From an optimization exercise on the open Yosys and OpenROAD flow, aimed at small area, a short achievable clock period and few clock cycles; shortcuts taken in it are not production practice.
Function was checked by simulation only, so behaviour that the tests miss may differ from the original.
The clock port is modelled as an ideal driver; clocking choices that lean on that would not hold on a real chip.
No activity file was given, so power comes from the tool's default toggle rates.

### config.mk
export PLATFORM = sky130hd
export DESIGN_NAME = tl_responder
export DESIGN_NICKNAME = tl_responder
export VERILOG_FILES = /design/flow/design.v
export SDC_FILE = /design/flow/constraint.sdc
export NUM_CORES = 4
export LEC_CHECK = 0
export CAP_MARGIN = 20
export CORE_MARGIN = 2
export CORE_UTILIZATION = 60
export CTS_CLUSTER_DIAMETER = 100
export CTS_CLUSTER_SIZE = 30
export PLACE_DENSITY = 0.7
export SLEW_MARGIN = 20
export SYNTH_MEMORY_MAX_BITS = 16384
export BUFFER_PORTS_ARGS = -buffer_cell sky130_fd_sc_hd__buf_4
export SETUP_SLACK_MARGIN = 8.4
export POST_CTS_TCL = /design/flow/flow/post_cts.tcl
### constraint.sdc
create_clock -name core_clock -period 12.0 [get_ports {clock}]
set_input_delay 2.4000 -clock core_clock [delete_from_list [all_inputs] [get_ports {clock}]]
set_output_delay 2.4000 -clock core_clock [all_outputs]
set_load 0.01 [all_outputs]
### design.v
`default_nettype none
package tl_pkg;
	localparam int addr_width = 32;
	typedef logic [addr_width-1:0] addr_t;
	typedef logic [2:0] opcode_t;
	typedef logic [3:0] size_t;     
	typedef logic [0:0] source_t;
	localparam opcode_t op_put_full    = 3'd0;
	localparam opcode_t op_put_partial = 3'd1;
	localparam opcode_t op_arithmetic  = 3'd2;
	localparam opcode_t op_logical     = 3'd3;
	localparam opcode_t op_get         = 3'd4;
	localparam opcode_t op_intent      = 3'd5;
	localparam opcode_t op_access_ack      = 3'd0;
	localparam opcode_t op_access_ack_data = 3'd1;
	typedef enum logic [2:0] {
		region_none,
		region_debug,
		region_error_dev,
		region_rom,
		region_clint,
		region_plic,
		region_mmio,
		region_dtim
	} region_e;
	typedef struct packed {
		logic readable;
		logic writable;
	} perm_t;
	localparam int    region_count = 8;
	localparam addr_t dtim_base    = 32'h8000_0000;
	localparam perm_t perm_no = 2'b00;   
	localparam perm_t perm_ro = 2'b10;
	localparam perm_t perm_rw = 2'b11;
	localparam logic [region_count*addr_width-1:0] region_base = {
		dtim_base,    32'h6000_0000, 32'h0c00_0000, 32'h0200_0000,
		32'h0001_0000, 32'h0000_3000, 32'h0000_0000, 32'h0000_0000
	};
	localparam logic [region_count*addr_width-1:0] region_limit = {
		dtim_base + 32'h4000, 32'h8000_0000, 32'h1000_0000, 32'h0201_0000,
		32'h0002_0000,        32'h0000_4000, 32'h0000_1000, 32'h0000_0000
	};
	localparam logic [region_count*2-1:0] region_perm = {
		perm_rw, perm_rw, perm_rw, perm_rw, perm_ro, perm_rw, perm_rw, perm_no
	};
	localparam int reset_hold_cycles = 5;
endpackage
`default_nettype wire
`timescale 1ns/1ns
`default_nettype none
module reset_stretch (
	input  logic clock,
	input  logic reset,
	output logic int_reset
);
	localparam int hold_w = $clog2(tl_pkg::reset_hold_cycles + 1);
	logic [hold_w-1:0] hold_count;
	always_ff @(posedge clock) begin
		if (reset)
			hold_count <= hold_w'(tl_pkg::reset_hold_cycles);
		else if (hold_count != '0)
			hold_count <= hold_count - 1'b1;
	end
	assign int_reset = reset || hold_count != '0;   
endmodule
`default_nettype wire
`timescale 1ns/1ns
`default_nettype none
module pma_check (
	input  tl_pkg::addr_t req_address,
	input  tl_pkg::size_t req_size,
	output logic          aligned,
	output logic          carry12,
	input  logic [19:0]   page,       
	input  tl_pkg::size_t size,
	input  logic          page_carry,
	input  logic          page_aligned,
	input  logic          write,
	output logic          allowed,
	output logic          in_ram
);
	logic [12:0] ones_from;    
	logic [12:0] any_below;    
	logic [3:0]  step;         
	logic [4:0]  low_sum;      
	logic        ovf;          
	logic [19:0] p;
	logic        first_r, first_w, first_dtim;
	logic        last_debug, last_error, last_rom, last_clint;
	logic        last_plic, last_mmio, last_dtim;
	logic        last_r, last_w;
	function automatic logic [2:0] perm_of(input logic [19:0] pg);
		logic rw, ro, dt;
		dt = pg[19:2] == 18'h2_0000;
		rw = pg == 20'h0_0000                  
		  || pg == 20'h0_0003                  
		  || pg[19:4] == 16'h0200              
		  || pg[19:14] == 6'b0000_11           
		  || pg[19:17] == 3'b011               
		  || dt;
		ro = pg[19:4] == 16'h0001;             
		perm_of = {rw || ro, rw, dt};
	endfunction
	always_comb begin
		case (req_size)
			4'd0:    aligned = 1'b1;
			4'd1:    aligned = !req_address[0];
			default: aligned = req_address[1:0] == 2'b00;
		endcase
		for (int j = 0; j <= 12; j++) begin
			ones_from[j] = 1'b1;
			any_below[j] = 1'b0;
			for (int k = 0; k < 12; k++) begin
				if (k >= j) ones_from[j] = ones_from[j] & req_address[k];
				if (k < j)  any_below[j] = any_below[j] | req_address[k];
			end
		end
		carry12 = req_size >= 4'd12 ? any_below[12]
			: ones_from[req_size[3:0]] & any_below[req_size[3:0]];
	end
	always_comb begin
		p = page;
		case (size)
			4'd13:   step = 4'd1 + 4'(page_carry);
			4'd14:   step = 4'd3 + 4'(page_carry);
			4'd15:   step = 4'd7 + 4'(page_carry);
			default: step = 4'(page_carry);
		endcase
		low_sum = {1'b0, p[3:0]} + {1'b0, step};
		ovf     = low_sum[4];
		{first_r, first_w, first_dtim} = perm_of(p);
		last_debug = p[19:4] == 16'h0000 && !ovf && low_sum[3:0] == 4'h0;
		last_error = p[19:4] == 16'h0000 && !ovf && low_sum[3:0] == 4'h3;
		last_rom   = ovf ? p[19:4] == 16'h0000 : p[19:4] == 16'h0001;
		last_clint = ovf ? p[19:4] == 16'h01ff : p[19:4] == 16'h0200;
		last_plic  = (ovf && p[13:4] == 10'h3ff) ? p[19:14] == 6'b0000_10 : p[19:14] == 6'b0000_11;
		last_mmio  = (ovf && p[16:4] == 13'h1fff) ? p[19:17] == 3'b010 : p[19:17] == 3'b011;
		last_dtim  = (ovf ? p[19:4] == 16'h7fff : p[19:4] == 16'h8000) && low_sum[3:2] == 2'b00;
		last_w = last_debug || last_error || last_clint || last_plic || last_mmio || last_dtim;
		last_r = last_w || last_rom;
		allowed = page_aligned && (write ? (first_w && last_w) : (first_r && last_r));
		in_ram  = first_dtim && last_dtim;
	end
endmodule
`default_nettype wire
`timescale 1ns/1ns
`default_nettype none
module tl_sequencer (
	input  logic            clock,
	input  logic            reset,
	output logic            a_ready,
	input  logic            a_valid,
	input  tl_pkg::opcode_t a_opcode,
	input  tl_pkg::size_t   a_size,
	input  tl_pkg::source_t a_source,
	input  tl_pkg::addr_t   a_address,
	input  logic [3:0]      a_mask,
	input  logic [31:0]     a_data,
	input  logic            d_ready,
	output logic            d_valid,
	output tl_pkg::opcode_t d_opcode,
	output tl_pkg::size_t   d_size,
	output tl_pkg::source_t d_source,
	output logic            d_denied,
	output logic            d_corrupt,
	output logic [31:0]     d_data,
	output tl_pkg::addr_t   req_address,
	output tl_pkg::size_t   req_size,
	input  logic            req_aligned,
	input  logic            req_carry12,
	output logic [19:0]     chk_page,
	output tl_pkg::size_t   chk_size,
	output logic            chk_carry,
	output logic            chk_aligned,
	output logic            chk_write,
	input  logic            allowed,
	input  logic            in_ram,
	output logic            ram_write,
	output logic [7:0]      ram_wrow,
	output logic [15:0]     ram_wcol,
	output logic [31:0]     ram_wdata,
	output logic [3:0]      ram_wmask,
	output logic [7:0]      ram_rrow,
	output logic [31:0]     ram_rcol,
	input  logic [31:0]     ram_rdata
);
	logic            av;
	logic            a_get;      
	logic            a_put;      
	logic [19:0]     a_page;     
	logic            a_c12;      
	logic            a_aln;      
	logic            a_wr;       
	tl_pkg::size_t   a_sz;
	tl_pkg::source_t a_src;
	logic [7:0]      a_row;      
	logic [15:0]     a_col;      
	logic [3:0]      a_msk;
	logic [31:0]     a_dat;
	logic            bv;
	logic            b_last;
	logic [12:0]     b_rem;      
	logic [7:0]      b_row;      
	logic [31:0]     b_col;      
	logic [15:0]     col_any;
	logic [15:0]     col_next;
	logic            half_n;
	logic            b_data_op;  
	logic            b_denied;
	logic            b_corrupt;
	tl_pkg::size_t   b_sz;
	tl_pkg::source_t b_src;
	logic            dv;
	logic            sv;
	logic [39:0]     s_beat;
	logic [39:0]     d_beat;
	logic            rdy;
	logic            a_fire;
	logic            b_free;
	logic            take;
	logic            take_n;
	logic            wr_in;      
	logic            a_wr_n;
	logic            we;         
	logic            issue;
	logic            av_n;
	logic            bv_n;
	logic            b_last_n;
	logic            sv_n;
	logic            get_ok;
	logic [12:0]     rem_load;
	logic [39:0]     beat;
	assign b_free = !bv || (b_last && !sv);
	assign take   = av && b_free;
	assign a_fire = rdy && a_valid;
	assign req_address = a_address;
	assign req_size    = a_size;
	always_ff @(posedge clock)
		if (rdy) begin
			a_get  <= a_opcode == tl_pkg::op_get;
			a_put  <= a_opcode == tl_pkg::op_put_full;
			a_page <= a_address[31:12];
			a_c12  <= req_carry12;
			a_aln  <= req_aligned;
			a_wr   <= wr_in;
			a_sz   <= a_size;
			a_src  <= a_source;
			a_row  <= 8'(1) << a_address[8:6];
			a_col  <= 16'(1) << a_address[5:2];
			a_msk  <= a_mask;
			a_dat  <= a_data;
		end
	assign wr_in = a_opcode == tl_pkg::op_put_full && a_size <= 4'd2 && req_aligned
		&& a_address[31:14] == 18'h2_0000;
	assign chk_page    = a_page;
	assign chk_size    = a_sz;
	assign chk_carry   = a_c12;
	assign chk_aligned = a_aln;
	assign chk_write   = a_put;
	assign get_ok = a_get && allowed;
	always_comb begin
		rem_load = '0;
		if (a_sz > 4'd2)
			rem_load = 13'((32'd1 << (a_sz - 4'd2)) - 32'd1);
	end
	assign ram_write  = we;
	assign ram_wrow   = a_row;
	assign ram_wcol   = a_col;
	assign ram_wdata  = a_dat;
	assign ram_wmask  = a_msk;
	assign issue = bv && !sv;
	always_ff @(posedge clock) begin
		if (take) begin
			b_rem     <= rem_load;
			b_row     <= (get_ok && in_ram) ? a_row : 8'd0;
			b_col     <= (|a_row[7:4]) ? {a_col, 16'd0} : {16'd0, a_col};
			b_data_op <= a_get;
			b_denied  <= a_get ? !allowed : !(a_put && allowed && a_sz <= 4'd2);
			b_corrupt <= a_get && !allowed;
			b_sz      <= a_sz;
			b_src     <= a_src;
		end else if (issue) begin
			b_rem <= b_rem - 13'd1;
			b_col <= half_n ? {col_next, 16'd0} : {16'd0, col_next};
			if (col_any[15])
				b_row <= {b_row[6:0], b_row[7]};
		end
	end
	assign col_any  = b_col[15:0] | b_col[31:16];
	assign col_next = {col_any[14:0], col_any[15]};
	assign half_n   = (|b_col[31:16]) ^ (col_any[15] && (b_row[3] || b_row[7]));
	assign ram_rrow = b_row;
	assign ram_rcol = b_col;
	assign beat = {b_data_op, b_sz, b_src, b_denied, b_corrupt, ram_rdata};
	always_ff @(posedge clock) begin
		if (!sv)
			s_beat <= beat;
		if (!dv || d_ready)
			d_beat <= sv ? s_beat : beat;
	end
	always_comb begin
		av_n     = a_fire || (av && !take);
		bv_n     = take || (bv && !(issue && b_last));
		b_last_n = take ? !(get_ok && a_sz > 4'd2) : (issue ? b_rem == 13'd1 : b_last);
		sv_n     = dv && !d_ready && (sv || issue);
		a_wr_n   = a_fire ? wr_in : a_wr;
		take_n   = av_n && (!bv_n || (b_last_n && !sv_n));
	end
	always_ff @(posedge clock) begin
		if (reset) begin
			av     <= 1'b0;
			bv     <= 1'b0;
			dv     <= 1'b0;
			sv     <= 1'b0;
			rdy    <= 1'b1;
			b_last <= 1'b1;
			we     <= 1'b0;
		end else begin
			av     <= av_n;
			bv     <= bv_n;
			b_last <= b_last_n;
			dv     <= (dv && !d_ready) || sv || issue;
			sv     <= sv_n;
			we     <= take_n && a_wr_n;
			rdy    <= !av_n || !bv_n || (b_last_n && !sv_n);
		end
	end
	assign a_ready   = rdy;
	assign d_valid   = dv;
	assign d_opcode  = {2'b00, d_beat[39]};
	assign d_size    = d_beat[38:35];
	assign d_source  = d_beat[34];
	assign d_denied  = d_beat[33];
	assign d_corrupt = d_beat[32];
	assign d_data    = d_beat[31:0];
endmodule
`default_nettype wire
`timescale 1ns/1ns
`default_nettype none
module backing_ram (
	input  logic        clock,
	input  logic        ram_write,
	input  logic [7:0]  ram_wrow,
	input  logic [15:0] ram_wcol,
	input  logic [31:0] ram_wdata,
	input  logic [3:0]  ram_wmask,
	input  logic [7:0]  ram_rrow,
	input  logic [31:0] ram_rcol,    
	output logic [31:0] ram_rdata
);
	logic [31:0] rterm [128];
	logic [7:0]  wrow;
	logic [63:0] wcol;    
	always_comb begin
		for (int r = 0; r < 8; r++)
			wrow[r] = ram_write && ram_wrow[r];
		for (int c = 0; c < 16; c++)
			for (int b = 0; b < 4; b++)
				wcol[c*4+b] = ram_wcol[c] && ram_wmask[b];
	end
	for (genvar w = 0; w < 128; w++) begin : g_word
		logic [31:0] word;
		always_ff @(posedge clock)
			for (int b = 0; b < 4; b++)
				if (wrow[w/16] && wcol[(w%16)*4+b])
					word[b*8 +: 8] <= ram_wdata[b*8 +: 8];
		assign rterm[w] = word & {32{ram_rcol[(w/64)*16 + w%16]}};
	end
	logic [31:0] rrow [8];
	always_comb begin
		ram_rdata = '0;
		for (int r = 0; r < 8; r++) begin
			rrow[r] = '0;
			for (int c = 0; c < 16; c++)
				rrow[r] = rrow[r] | rterm[r*16+c];
			ram_rdata = ram_rdata | (rrow[r] & {32{ram_rrow[r]}});
		end
	end
endmodule
`default_nettype wire
`timescale 1ns/1ns
`default_nettype none
module tl_responder #(
	parameter int data_width = 32,
	parameter int ram_words  = 128
) (
	input  logic                    clock,
	input  logic                    reset,
	output logic                    a_ready,
	input  logic                    a_valid,
	input  tl_pkg::opcode_t         a_opcode,
	input  tl_pkg::size_t           a_size,
	input  tl_pkg::source_t         a_source,
	input  tl_pkg::addr_t           a_address,
	input  logic [data_width/8-1:0] a_mask,
	input  logic [data_width-1:0]   a_data,
	input  logic                    d_ready,
	output logic                    d_valid,
	output tl_pkg::opcode_t         d_opcode,
	output tl_pkg::size_t           d_size,
	output tl_pkg::source_t         d_source,
	output logic                    d_denied,
	output logic                    d_corrupt,
	output logic [data_width-1:0]   d_data
);
	tl_pkg::addr_t req_address;
	tl_pkg::size_t req_size;
	logic          req_aligned;
	logic          req_carry12;
	logic [19:0]   chk_page;
	tl_pkg::size_t chk_size;
	logic          chk_carry;
	logic          chk_aligned;
	logic          chk_write;
	logic          allowed;
	logic          in_ram;
	logic          ram_write;
	logic [7:0]    ram_wrow;
	logic [15:0]   ram_wcol;
	logic [31:0]   ram_wdata;
	logic [3:0]    ram_wmask;
	logic [7:0]    ram_rrow;
	logic [31:0]   ram_rcol;
	logic [31:0]   ram_rdata;
	tl_sequencer tl_sequencer_i (
		.clock       (clock),
		.reset       (reset),
		.a_ready     (a_ready),
		.a_valid     (a_valid),
		.a_opcode    (a_opcode),
		.a_size      (a_size),
		.a_source    (a_source),
		.a_address   (a_address),
		.a_mask      (a_mask),
		.a_data      (a_data),
		.d_ready     (d_ready),
		.d_valid     (d_valid),
		.d_opcode    (d_opcode),
		.d_size      (d_size),
		.d_source    (d_source),
		.d_denied    (d_denied),
		.d_corrupt   (d_corrupt),
		.d_data      (d_data),
		.req_address (req_address),
		.req_size    (req_size),
		.req_aligned (req_aligned),
		.req_carry12 (req_carry12),
		.chk_page    (chk_page),
		.chk_size    (chk_size),
		.chk_carry   (chk_carry),
		.chk_aligned (chk_aligned),
		.chk_write   (chk_write),
		.allowed     (allowed),
		.in_ram      (in_ram),
		.ram_write   (ram_write),
		.ram_wrow    (ram_wrow),
		.ram_wcol    (ram_wcol),
		.ram_wdata   (ram_wdata),
		.ram_wmask   (ram_wmask),
		.ram_rrow    (ram_rrow),
		.ram_rcol    (ram_rcol),
		.ram_rdata   (ram_rdata)
	);
	pma_check pma_check_i (
		.req_address  (req_address),
		.req_size     (req_size),
		.aligned      (req_aligned),
		.carry12      (req_carry12),
		.page         (chk_page),
		.size         (chk_size),
		.page_carry   (chk_carry),
		.page_aligned (chk_aligned),
		.write        (chk_write),
		.allowed      (allowed),
		.in_ram       (in_ram)
	);
	backing_ram backing_ram_i (
		.clock      (clock),
		.ram_write  (ram_write),
		.ram_wrow   (ram_wrow),
		.ram_wcol   (ram_wcol),
		.ram_wdata  (ram_wdata),
		.ram_wmask  (ram_wmask),
		.ram_rrow   (ram_rrow),
		.ram_rcol   (ram_rcol),
		.ram_rdata  (ram_rdata)
	);
endmodule
`default_nettype wire
### flow/run.sh
#!/bin/bash
set -euo pipefail
here=$(pwd)
cat >> config.mk <<'EOF'
export BUFFER_PORTS_ARGS = -buffer_cell sky130_fd_sc_hd__buf_4
export SETUP_SLACK_MARGIN = 8.4
EOF
echo "export POST_CTS_TCL = $here/flow/post_cts.tcl" >> config.mk
res=$here/orfs/results/sky130hd/tl_responder/base
bash standard.sh "$res/3_3_place_gp.odb" > make_place_gp.log 2>&1
cp "$res/3_3_place_gp.odb" "$here/3_3_place_gp.orig.odb"
ODB_IN="$here/3_3_place_gp.orig.odb" ODB_OUT="$res/3_3_place_gp.odb" \
  openroad -no_init -exit "$here/flow/move_obufs.tcl" > move_obufs.log 2>&1
rm -f "$here/3_3_place_gp.orig.odb"
bash standard.sh > make_finish.log 2>&1
### flow/move_obufs.tcl
# Move each output port's buffer next to the flip-flop that drives it, so that
# the flip-flop sees a short wire and the (stronger) buffer drives the long
# wire to the pin. Reads and writes the global placement result.
read_db $::env(ODB_IN)
set block [ord::get_db_block]
set moved 0
foreach bterm [$block getBTerms] {
  if {[$bterm getIoType] ne "OUTPUT"} { continue }
  set net [$bterm getNet]
  if {$net eq "NULL"} { continue }
  set buf ""
  foreach it [$net getITerms] {
    if {[$it isOutputSignal]} { set buf [$it getInst] }
  }
  if {$buf eq ""} { continue }
  # the buffer's input net and its driver
  set drv ""
  foreach it [$buf getITerms] {
    if {[$it isInputSignal]} {
      set in_net [$it getNet]
      if {$in_net eq "NULL"} { continue }
      foreach it2 [$in_net getITerms] {
        if {[$it2 isOutputSignal]} { set drv [$it2 getInst] }
      }
    }
  }
  if {$drv eq ""} { continue }
  set loc [$drv getLocation]
  set x [expr {[lindex $loc 0] + [[$drv getMaster] getWidth]}]
  $buf setLocation $x [lindex $loc 1]
  $buf setPlacementStatus PLACED
  incr moved
}
puts "move_obufs: moved $moved output buffers"
write_db $::env(ODB_OUT)
### flow/post_cts.tcl
set block [ord::get_db_block]
set root [$block findInst clkbuf_0_clock]
if {$root ne "NULL"} {
  set master [$root getMaster]
  set in_net ""; set out_net ""
  foreach it [$root getITerms] {
    if {[$it isInputSignal]} { set in_net [$it getNet] }
    if {[$it isOutputSignal]} { set out_net [$it getNet] }
  }
  set rl [$root getLocation]
  set rx [lindex $rl 0]; set ry [lindex $rl 1]
  # the loads in order of their angle around the root, cut into four runs
  set keyed {}
  foreach it [$out_net getITerms] {
    if {[$it isInputSignal]} {
      set l [[$it getInst] getLocation]
      lappend keyed [list [expr {atan2([lindex $l 1] - $ry, [lindex $l 0] - $rx)}] $it]
    }
  }
  set keyed [lsort -real -index 0 $keyed]
  set n 4
  set per [expr {int(ceil([llength $keyed] / double($n)))}]
  for {set g 1} {$g < $n} {incr g} {
    set b [odb::dbInst_create $block $master "clkbuf_0_${g}_clock"]
    $b setLocation [expr {$rx + $g * [$master getWidth]}] $ry
    $b setPlacementStatus PLACED
    set net [odb::dbNet_create $block "clknet_0_${g}_clock"]
    $net setSigType CLOCK
    foreach it [$b getITerms] {
      if {[$it isInputSignal]} { $it connect $in_net }
      if {[$it isOutputSignal]} { $it connect $net }
    }
    foreach k [lrange $keyed [expr {$g * $per}] [expr {($g + 1) * $per - 1}]] {
      set it [lindex $k 1]
      $it disconnect
      $it connect $net
    }
  }
  puts "post_cts: [llength $keyed] root loads split over $n root buffers"
  detailed_placement
  estimate_parasitics -placement
  repair_timing_helper
  detailed_placement
  check_placement -verbose
  report_clock_latency -clock core_clock
}
### standard.sh
#!/bin/bash
# synth_recipe.tcl (not shown) runs the flow's synth.tcl, then flattens the netlist and writes it again
# the make line also repeats each setting of config.mk as NAME=value (left out here)
make -C /OpenROAD-flow-scripts/flow DESIGN_CONFIG=/design/flow/config.mk WORK_HOME=/design/flow/orfs CLKGATE_MAP_FILE= SYNTH_SCRIPT=/design/flow/synth_recipe.tcl "${@:-finish}"
==> results of run 1 <==
path summary, 6_finish.rpt:
| path | to | slack [ns] | depth (start not counted) |
|---|---|---|---|
| worst max-delay path | tl_sequencer_i.d_beat[9] | 8.31 | 8 |
| worst min-delay path | tl_sequencer_i.b_src | 0.45 | 0 |
| worst max register to register | tl_sequencer_i.d_beat[9] | 8.31 | 8 |
| worst min register to register | tl_sequencer_i.b_src | 0.45 | 0 |
logic make-up after synthesis:
kind of cell | count (synthesis) | synth area share (%)
muxes | 41 | 0.292
other | 1 | 0.00238
xor gates and xnor gates | 20 | 0.111
adders and majority gates | 11 | 0.0890
AOI/OAI and AO/OA | 2315 | 12.5
and+or+nand+nor | 1068 | 3.19
buffers and inverters | 586 | 1.40
DFF | 4334 | 82.4
flip-flops by register name (all words and copies together) (netlist names), 8 cells and up:
register                   flops
tl_sequencer_i.d_beat         40
tl_sequencer_i.s_beat         40
tl_sequencer_i.a_col          16
tl_sequencer_i.b_row           8
tl_sequencer_i.a_dat          32
tl_sequencer_i.b_col          32
backing_ram_i.g_word.word   4096
tl_sequencer_i.b_rem          13
tl_sequencer_i.a_row           8
tl_sequencer_i.a_page         20
Yosys cell counts, types with 19 or more instances:
library cell               instances
sky130_fd_sc_hd__nor3_1           19
sky130_fd_sc_hd__a221oi_1       1024
sky130_fd_sc_hd__o21ai_0          62
sky130_fd_sc_hd__buf_1            76
sky130_fd_sc_hd__nor2_1          552
sky130_fd_sc_hd__mux2_2           40
sky130_fd_sc_hd__nand4_1         294
sky130_fd_sc_hd__a22oi_1         128
sky130_fd_sc_hd__dfxtp_1          47
sky130_fd_sc_hd__a21oi_1          22
sky130_fd_sc_hd__a22o_1         1035
sky130_fd_sc_hd__nand2_1         124
sky130_fd_sc_hd__clkbuf_1        489
sky130_fd_sc_hd__edfxtp_1       4287
per-stage QoR:
| stage | std cells | hold WS, ns | cell area, µm² |
|---|---|---|---|
| 2_1_floorplan | 8377 | 0.400 | 157000 |
| 3_5_place_dp | 11600 | 0.420 | 162000 |
| 3_3_place_gp | 11600 | 0.402 | 162000 |
| 5_1_grt | 11900 | 0.446 | 167000 |
| 6_report | 11900 | 0.445 | 167000 |
power breakdown:
part | total [µW] | internal [µW] | switching (µW) | leakage (µW)
logic | 1760 | 455 | 1310 | 0.00924
registers | 16700 | 16700 | 55.0 | 0.0391
clock network | 7090 | 2720 | 4370 | 0.00226
total | 25600 | 19800 | 5740 | 0.0506
per-layer routing:
layer	global-route usage, %	vias up
li1	-	35300
met1	48.0	45500
met2	50.2	6850
met3	8.81	916
met4	13.4	16
met5	0	-
layout make-up, clock buffers not listed:
cell class                      count  area share, %
Buffer                              3         0.0449
Clock inverter                      7         0.0628
Multi-Input combinational cell   3457           15.4
Antenna cell                        2        0.00299
Timing Repair Buffer              322           1.65
Tap cell                         3515           2.63
Sequential cell                  4334           77.5
Inverter                           18         0.0404
critical path, cell delays in order (launching register included):
cell                       delay (ns)
sky130_fd_sc_hd__edfxtp_1        0.39
sky130_fd_sc_hd__buf_4           0.42
sky130_fd_sc_hd__buf_4           0.47
sky130_fd_sc_hd__a22o_1          0.28
sky130_fd_sc_hd__a221oi_1        0.26
sky130_fd_sc_hd__nand4_1         0.23
sky130_fd_sc_hd__a22oi_1         0.52
sky130_fd_sc_hd__nand4_1         0.43
sky130_fd_sc_hd__mux2_2          0.41
layout by cell type, fill, tap and decap left out, types with 40 or more instances in the layout:
cell type	Yosys	routed
sky130_fd_sc_hd__clkbuf_16	0	171
sky130_fd_sc_hd__mux2_2	40	40
sky130_fd_sc_hd__edfxtp_1	4287	4287
sky130_fd_sc_hd__a22oi_1	128	126
sky130_fd_sc_hd__a22o_1	1035	1035
sky130_fd_sc_hd__nand2_1	124	116
sky130_fd_sc_hd__a221oi_1	1024	1024
sky130_fd_sc_hd__o21ai_0	62	60
sky130_fd_sc_hd__clkbuf_1	489	93
sky130_fd_sc_hd__buf_6	0	48
sky130_fd_sc_hd__nor2_1	552	538
sky130_fd_sc_hd__nand4_1	294	294
sky130_fd_sc_hd__dfxtp_1	47	44
sky130_fd_sc_hd__buf_4	2	259
==> results_tabular.tex, run 1 <==
\begin{tabular}{lr}
\hline
Metric & Value \\
\hline
\multicolumn{2}{l}{\textbf{Run}} \\
Max capacitance violation total & 0 \\
\multicolumn{2}{l}{\textbf{Final layout}} \\
Layout Area Growth over Synthesis & 6.32\% \\
Multi-input gate area in the final layout & 25,700 µm² \\
Proportion of layout cells with a drive suffix above 1 & 6.99\% \\
Post-Route Utilization & 64.0\% \\
Fill cells & 17,700 \\
Post-layout net count & 8,388 \\
Footprint of the flip-flops and latches & 130,000 µm² \\
\multicolumn{2}{l}{\textbf{Routing}} \\
Number of vias after detailed routing & 88,600 \\
Topmost layer with routed signal wires & met5 \\
First-pass detailed-route iteration total & 6 \\
Post-Route WL & 455,000 µm \\
Metal3 WL & 63,400 µm \\
Post-DR vias/cell & 7.43 \\
Wire length on met2 & 204,000 µm \\
Remaining DRCs & 0 \\
Starting DRT DRC Count & 15,400 \\
Wire per inst & 38.2 µm \\
Number of nets with antenna violations after routing & 0 \\
WL met1 & 166,000 µm \\
\multicolumn{2}{l}{\textbf{Place}} \\
Buffers added on ports & 121 \\
Setup WS pre-CTS & 7.59 ns \\
Final Wtd Congestion & 0.878 \\
Half-perimeter wire length after placement & 264,000 µm \\
\multicolumn{2}{l}{\textbf{Clock tree}} \\
Later-pin clock latency in the skew report & 0.68 ns \\
TritonCTS clock tree & done \\
Clock sink count & 4,334 \\
Clock-pin slew reported for the worst setup and hold paths after clock tree synthesis & 0.11 ns \\
\multicolumn{2}{l}{\textbf{Pwr}} \\
Leakage component of the power & 0.0506 µW \\
Tot Pwr & 25,600 µW \\
Max IR drop VDD & 0.000120 V \\
Cell Pwr Density & 153 nW/µm² \\
\multicolumn{2}{l}{\textbf{Synthesis}} \\
Most frequently used flop master after synthesis & sky130\_fd\_sc\_hd\_\_edfxtp\_1 \\
Number of distinct library cell variants in the gate-level netlist after synthesis & 65 \\
Register area share after synthesis & 82.4\% \\
Async set-or-reset flop fraction in the synthesized netlist & 0\% \\
Synth Warn \# & 5 \\
Count of flip-flops with a built-in enable after synthesis & 4,287 \\
Cell taking the most area after synthesis & sky130\_fd\_sc\_hd\_\_edfxtp\_1 \\
Synth Cell Area & 157,000 µm² \\
Mapped Avg Cell Area & 18.8 µm² \\
Share of the synthesized area in the top cell type & 81.8\% \\
Post-synthesis cell count & 8,376 \\
Synthesized flop and latch total & 4,334 \\
Synth top area cells & sky130\_fd\_sc\_hd\_\_edfxtp\_1, sky130\_fd\_sc\_hd\_\_a22o\_1, sky130\_fd\_sc\_hd\_\_a221oi\_1, sky130\_fd\_sc\_hd\_\_nor2\_1, sky130\_fd\_sc\_hd\_\_nand4\_1 \\
\multicolumn{2}{l}{\textbf{Die}} \\
Overall die height & 516 µm \\
Die outline width & 516 µm \\
Number of top-level pins & 124 \\
Overall die area & 267,000 µm² \\
Initial core utilization & 60.2\% \\
Number of cell rows & 188 \\
Placeable Area & 262,000 µm² \\
\multicolumn{2}{l}{\textbf{Critical path}} \\
CP Data Required Time & 12.41 ns \\
Arrival time of the worst setup path & 4.10 ns \\
Maximum fanout count along the critical path & 46 \\
CP Capture Type & flip-flop \\
CP startpoint & tl\_sequencer\_i.b\_col[29] \\
Source of the worst register-to-register timing path & tl\_sequencer\_i.b\_col[29] \\
Crit path launch type & flip-flop \\
Path type of the worst setup path & reg2reg \\
\multicolumn{2}{l}{\textbf{Timing}} \\
Smallest setup slack after layout & 8.31 ns \\
Tightest slew margin relative to the limit & 18.2\% \\
Highest achievable clock rate & 271 MHz \\
RSZ-0062 raised after global routing & true \\
Final worst clock skew & 0.0673 ns \\
Fin crit period & 3.69 ns \\
Final setup violation count & 0 \\
Fin Setup TNS & 0 ns \\
Max-slew violation count & 0 \\
Final Cycle Share & 30.8\% \\
Worst Max-Slew Pin Slew & 1.22 ns \\
Final number of hold-violating endpoints & 0 \\
\multicolumn{2}{l}{\textbf{GRT}} \\
Total routing resource utilization after global routing & 33.6\% \\
Largest net degree at the start of global routing & 106 \\
Number of global-route vias before repair & 83,300 \\
Gr ovfl total & 0 \\
Number of antenna violations at the first check in global routing & 10 \\
First-pass GRT wire length & 633,000 µm \\
\multicolumn{2}{l}{\textbf{Outcome}} \\
Status & timing/DRC/antenna clean \\
\multicolumn{2}{l}{\textbf{Min path}} \\
Beginning of the worst hold path & tl\_sequencer\_i.a\_src \\
Hold WC Path Type & reg2reg \\
\hline
\end{tabular}
Testbench counts, summed over its fixed seeds: cycles 50,337.
==> run 2: changes to the inputs <==
--- a/flow/run.sh
+++ b/flow/run.sh
@@ -3,7 +3,7 @@
 here=$(pwd)
 cat >> config.mk <<'EOF'
 export BUFFER_PORTS_ARGS = -buffer_cell sky130_fd_sc_hd__buf_4
-export SETUP_SLACK_MARGIN = 8.4
+export SETUP_SLACK_MARGIN = 8.7
 EOF
 echo "export POST_CTS_TCL = $here/flow/post_cts.tcl" >> config.mk
 res=$here/orfs/results/sky130hd/tl_responder/base
--- a/config.mk
+++ b/config.mk
@@ -14,5 +14,5 @@
 export SLEW_MARGIN = 20
 export SYNTH_MEMORY_MAX_BITS = 16384
 export BUFFER_PORTS_ARGS = -buffer_cell sky130_fd_sc_hd__buf_4
-export SETUP_SLACK_MARGIN = 8.4
+export SETUP_SLACK_MARGIN = 8.7
 export POST_CTS_TCL = /design/flow/flow/post_cts.tcl
==> run 2 against run 1 <==
Net effect:
- still clean
- register-to-register slack better by 0.29 ns
- die area stayed put
- global-route usage is 0.70 points higher
- combinational power is 2% higher
- routed wire length is 2.2% higher
- sequential share of layout area is 0.27 points lower
- critical path type is now reg2out
- critical endpoint is now d_data[20]
- largest cell class unchanged
- highest routed layer unchanged
==> results_tabular.tex, run 2 <==
\begin{tabular}{lr}
\hline
Metric & Value \\
\hline
\multicolumn{2}{l}{\textbf{Critical path}} \\
Slowest stage cell, crit path & sky130\_fd\_sc\_hd\_\_edfxtp\_1 \\
Crit path launch type & flip-flop \\
CP Data Required Time & 9.60 ns (-2.81 ns) \\
Maximum fanout count along the critical path & 1 (-98\%) \\
CP peak stage delay & 0.41 ns (-0.11 ns) \\
WP buf/inv & 1 (-1) \\
Arrival time of the worst setup path & 1.30 ns (-2.80 ns) \\
CP Capture Type & primary output \\
Cell type group with the largest total delay on the critical path & flip-flops \\
Path type of the worst setup path & reg2out \\
List of cells traversed by the critical path & buf\_6 \\
\multicolumn{2}{l}{\textbf{Timing}} \\
Smallest setup slack after layout & 8.30 ns (-0.00916 ns) \\
Highest achievable clock rate & 270 MHz (-0.25\%) \\
Fin Setup TNS & 0 ns (unchanged) \\
Final setup violation count & 0 (unchanged) \\
Max-slew violation count & 0 (unchanged) \\
Worst Max-Slew Pin Slew & 1.22 ns (+0.00139 ns) \\
Final worst hold slack & 0.433 ns (-0.0123 ns) \\
RSZ-0062 raised after global routing & true \\
Tightest slew margin relative to the limit & 18.1\% (-0.093 points) \\
Fin crit period & 3.70 ns (+0.00916 ns) \\
Final Cycle Share & 30.8\% (+0.076 points) \\
Final worst clock skew & 0.0732 ns (+0.00589 ns) \\
Final number of hold-violating endpoints & 0 (unchanged) \\
\multicolumn{2}{l}{\textbf{Place}} \\
Setup WS pre-CTS & 7.64 ns (+0.0484 ns) \\
Half-perimeter wire length after placement & 266,000 µm (+0.93\%) \\
Area after detailed placement & 162,000 µm² (about the same) \\
Buffers added on ports & 121 (unchanged) \\
Final Wtd Congestion & 0.887 (+1.0\%) \\
\multicolumn{2}{l}{\textbf{Synthesis}} \\
Mapped Avg Cell Area & 18.8 µm² (unchanged) \\
Register area share after synthesis & 82.4\% (unchanged) \\
Post-synthesis cell count & 8,376 (unchanged) \\
Synth Cell Area & 157,000 µm² (unchanged) \\
Share of the synthesized area in the top cell type & 81.8\% (unchanged) \\
Count of flip-flops with a built-in enable after synthesis & 4,287 (unchanged) \\
Most frequently used flop master after synthesis & sky130\_fd\_sc\_hd\_\_edfxtp\_1 \\
Most frequent cell after synthesis & sky130\_fd\_sc\_hd\_\_edfxtp\_1 \\
Synth Warn \# & 5 (unchanged) \\
Synth cell count leaders & sky130\_fd\_sc\_hd\_\_edfxtp\_1, sky130\_fd\_sc\_hd\_\_a22o\_1, sky130\_fd\_sc\_hd\_\_a221oi\_1 \\
Synth top area cells & sky130\_fd\_sc\_hd\_\_edfxtp\_1, sky130\_fd\_sc\_hd\_\_a22o\_1, sky130\_fd\_sc\_hd\_\_a221oi\_1, sky130\_fd\_sc\_hd\_\_nor2\_1, sky130\_fd\_sc\_hd\_\_nand4\_1 \\
Cell taking the most area after synthesis & sky130\_fd\_sc\_hd\_\_edfxtp\_1 \\
Async set-or-reset flop fraction in the synthesized netlist & 0\% (unchanged) \\
Number of distinct library cell variants in the gate-level netlist after synthesis & 65 (unchanged) \\
Synthesized flop and latch total & 4,334 (unchanged) \\
\multicolumn{2}{l}{\textbf{Routing}} \\
Post-Route WL & 465,000 µm (+2.2\%) \\
Remaining DRCs & 0 (unchanged) \\
Starting DRT DRC Count & 15,500 (+1.0\%) \\
Post-DR vias/cell & 7.47 (+0.53\%) \\
Wire per inst & 39.0 µm (+2.1\%) \\
Number of nets with antenna violations after routing & 0 (unchanged) \\
Number of vias after detailed routing & 89,100 (+0.62\%) \\
First-pass detailed-route iteration total & 6 (unchanged) \\
\multicolumn{2}{l}{\textbf{Pwr}} \\
Tot Pwr & 25,700 µW (+0.56\%) \\
Leakage component of the power & 0.0508 µW (+0.29\%) \\
Max IR drop VDD & 0.000143 V (+19\%) \\
Cell Pwr Density & 153 nW/µm² (+0.22\%) \\
\multicolumn{2}{l}{\textbf{GRT}} \\
GRT met3 Usage & 8.91\% (+0.092 points) \\
Met2 demand-to-capacity share in global routing & 51.6\% (+1.4 points) \\
Number of global-route vias before repair & 84,500 (+1.4\%) \\
Number of antenna violations at the first check in global routing & 20 (+10) \\
Gr ovfl total & 0 (unchanged) \\
Layer with the highest usage & met2 \\
Total routing resource utilization after global routing & 34.4\% (+0.70 points) \\
Met1 Track Usage GR & 48.3\% (+0.34 points) \\
First-pass GRT wire length & 644,000 µm (+1.8\%) \\
Largest net degree at the start of global routing & 120 (+13\%) \\
\multicolumn{2}{l}{\textbf{Final layout}} \\
Fill cells & 17,600 (-0.43\%) \\
Post-layout instance area & 168,000 µm² (+0.35\%) \\
Multi-input gate area in the final layout & 26,000 µm² (+0.89\%) \\
Layout Area Growth over Synthesis & 6.69\% \\
Flip-flop count of the largest register, all copies and words added & 4,096 (unchanged) \\
Proportion of layout cells with a drive suffix above 1 & 7.54\% (+0.56 points) \\
Most common cell after layout, fill and taps aside & sky130\_fd\_sc\_hd\_\_edfxtp\_1 \\
Post-layout net count & 8,383 (-0.060\%) \\
Top Registers & backing\_ram\_i.g\_word.word: 4096 flops, tl\_sequencer\_i.d\_beat: 40 flops, tl\_sequencer\_i.s\_beat: 40 flops \\
Footprint of the flip-flops and latches & 130,000 µm² (unchanged) \\
Register ranked first by flip-flop count & backing\_ram\_i.g\_word.word \\
Most used cells in the layout excluding fill and tap cells & sky130\_fd\_sc\_hd\_\_edfxtp\_1, sky130\_fd\_sc\_hd\_\_a22o\_1, sky130\_fd\_sc\_hd\_\_a221oi\_1 \\
\multicolumn{2}{l}{\textbf{Die}} \\
Initial core utilization & 60.2\% (unchanged) \\
Number of cell rows & 188 (unchanged) \\
Number of top-level pins & 124 (unchanged) \\
Placeable Area & 262,000 µm² (unchanged) \\
Overall die height & 516 µm (unchanged) \\
Overall die area & 267,000 µm² (unchanged) \\
Die outline width & 516 µm (unchanged) \\
\multicolumn{2}{l}{\textbf{Min path}} \\
Hold WC Path Type & reg2reg \\
\multicolumn{2}{l}{\textbf{Clock tree}} \\
Clock-pin slew reported for the worst setup and hold paths after clock tree synthesis & 0.11 ns (about the same) \\
Clock sink count & 4,334 (unchanged) \\
TritonCTS clock tree & done \\
Later-pin clock latency in the skew report & 0.69 ns (about the same) \\
\multicolumn{2}{l}{\textbf{Run}} \\
Max capacitance violation total & 0 (unchanged) \\
\multicolumn{2}{l}{\textbf{Outcome}} \\
Status & timing/DRC/antenna clean \\
\hline
\end{tabular}
run 2: cell counts after synthesis:
No cell type changed its count.
run 2: layout make-up, clock buffers not listed:
type / count / share of cell area, %
Clock inverter: 18 / 0.189
Sequential cell: 4334 / 77.2
Timing Repair Buffer: 316 / 1.75
Inverter: 18 / 0.0425
Antenna cell: 10 / 0.0149
Tap cell: 3515 / 2.62
Buffer: 3 / 0.0447
Multi-Input combinational cell: 3457 / 15.5
run 2: final timing paths:
kind	slack, ns	depth (start not counted)	end	from
setup / recovery	8.30	1	d_data[20]	tl_sequencer_i.d_beat[20]
setup reg to reg	8.60	2	backing_ram_i.g_word[4].word[6]	tl_sequencer_i.a_col[4]
hold / removal	0.43	0	tl_sequencer_i.b_src	tl_sequencer_i.a_src
hold reg to reg	0.43	0	tl_sequencer_i.b_src	tl_sequencer_i.a_src
run 2: per-stage QoR:
step / instances / utilization [%]
after floorplan: 8377 / -
after global placement: 11600 / 62.0
after detailed placement: 11600 / 62.0
after global routing: 11900 / 64.2
final: 11900 / 64.2
run 2: cell families (layout without fill, tap and decap cells):
| logic type | after synthesis | in the layout | synth area share (%) |
|---|---|---|---|
| buf+inv | 586 | 614 | 1.40 |
| flops | 4334 | 4334 | 82.4 |
| other cells | 1 | 12 | 0.00238 |
| mux | 41 | 41 | 0.292 |
| simple gates | 1068 | 1068 | 3.19 |
| fa+ha+maj | 11 | 11 | 0.0890 |
| xor+xnor | 20 | 20 | 0.111 |
| compound gates | 2315 | 2315 | 12.5 |
run 2: power breakdown:
part           total, µW  internal (µW)  switching [µW]
Clock               7200           2720            4480
Sequential         16700          16700            53.6
Combinational       1800            469            1330
run 2: routing by layer:
metal / part of all wire (%) / vias to the layer above / routed length [µm]
li1: - / 35300 / -
met3: 14 / 1069 / 66200
met2: 45 / 7300 / 209000
met4: 5.3 / 14 / 24500
met5: 0.019 / - / 90
met1: 36 / 45400 / 165000

==> what the ideal ports hide <==
How much do the figures lean on ideal ports? The routed layouts below were timed once more, with nothing changed but the port constraints.
Step 1: set_driving_cell puts a clkbuf_16 on clock and a buf_2 on each other input, an assumption about the parent block.
Step 2 adds t to the input delays and takes it off the output delays; t is the mean of the earliest and latest rising clock arrival at the registers after step 1. Input paths then give back, and output paths get back, about the clock's delay inside the block.
Three values: no drivers, after step 1, after step 2; two values: the first two.
run | t (ns) | setup slack, ns | hold slack, ns | worst slew at a driven data input, ns
run 1 | 0.778 | 8.309 / 8.191 / 7.698 | 0.445 / 0.445 / 0.445 | 0.08
run 2 | 0.787 | 8.300 / 8.168 / 7.789 | 0.433 / 0.433 / 0.433 | 0.34
After both steps setup and hold are still met in every run listed. For run 1, which loses most, drivers alone change the setup slack by -0.118 ns; drivers and shift together by -0.611 ns.
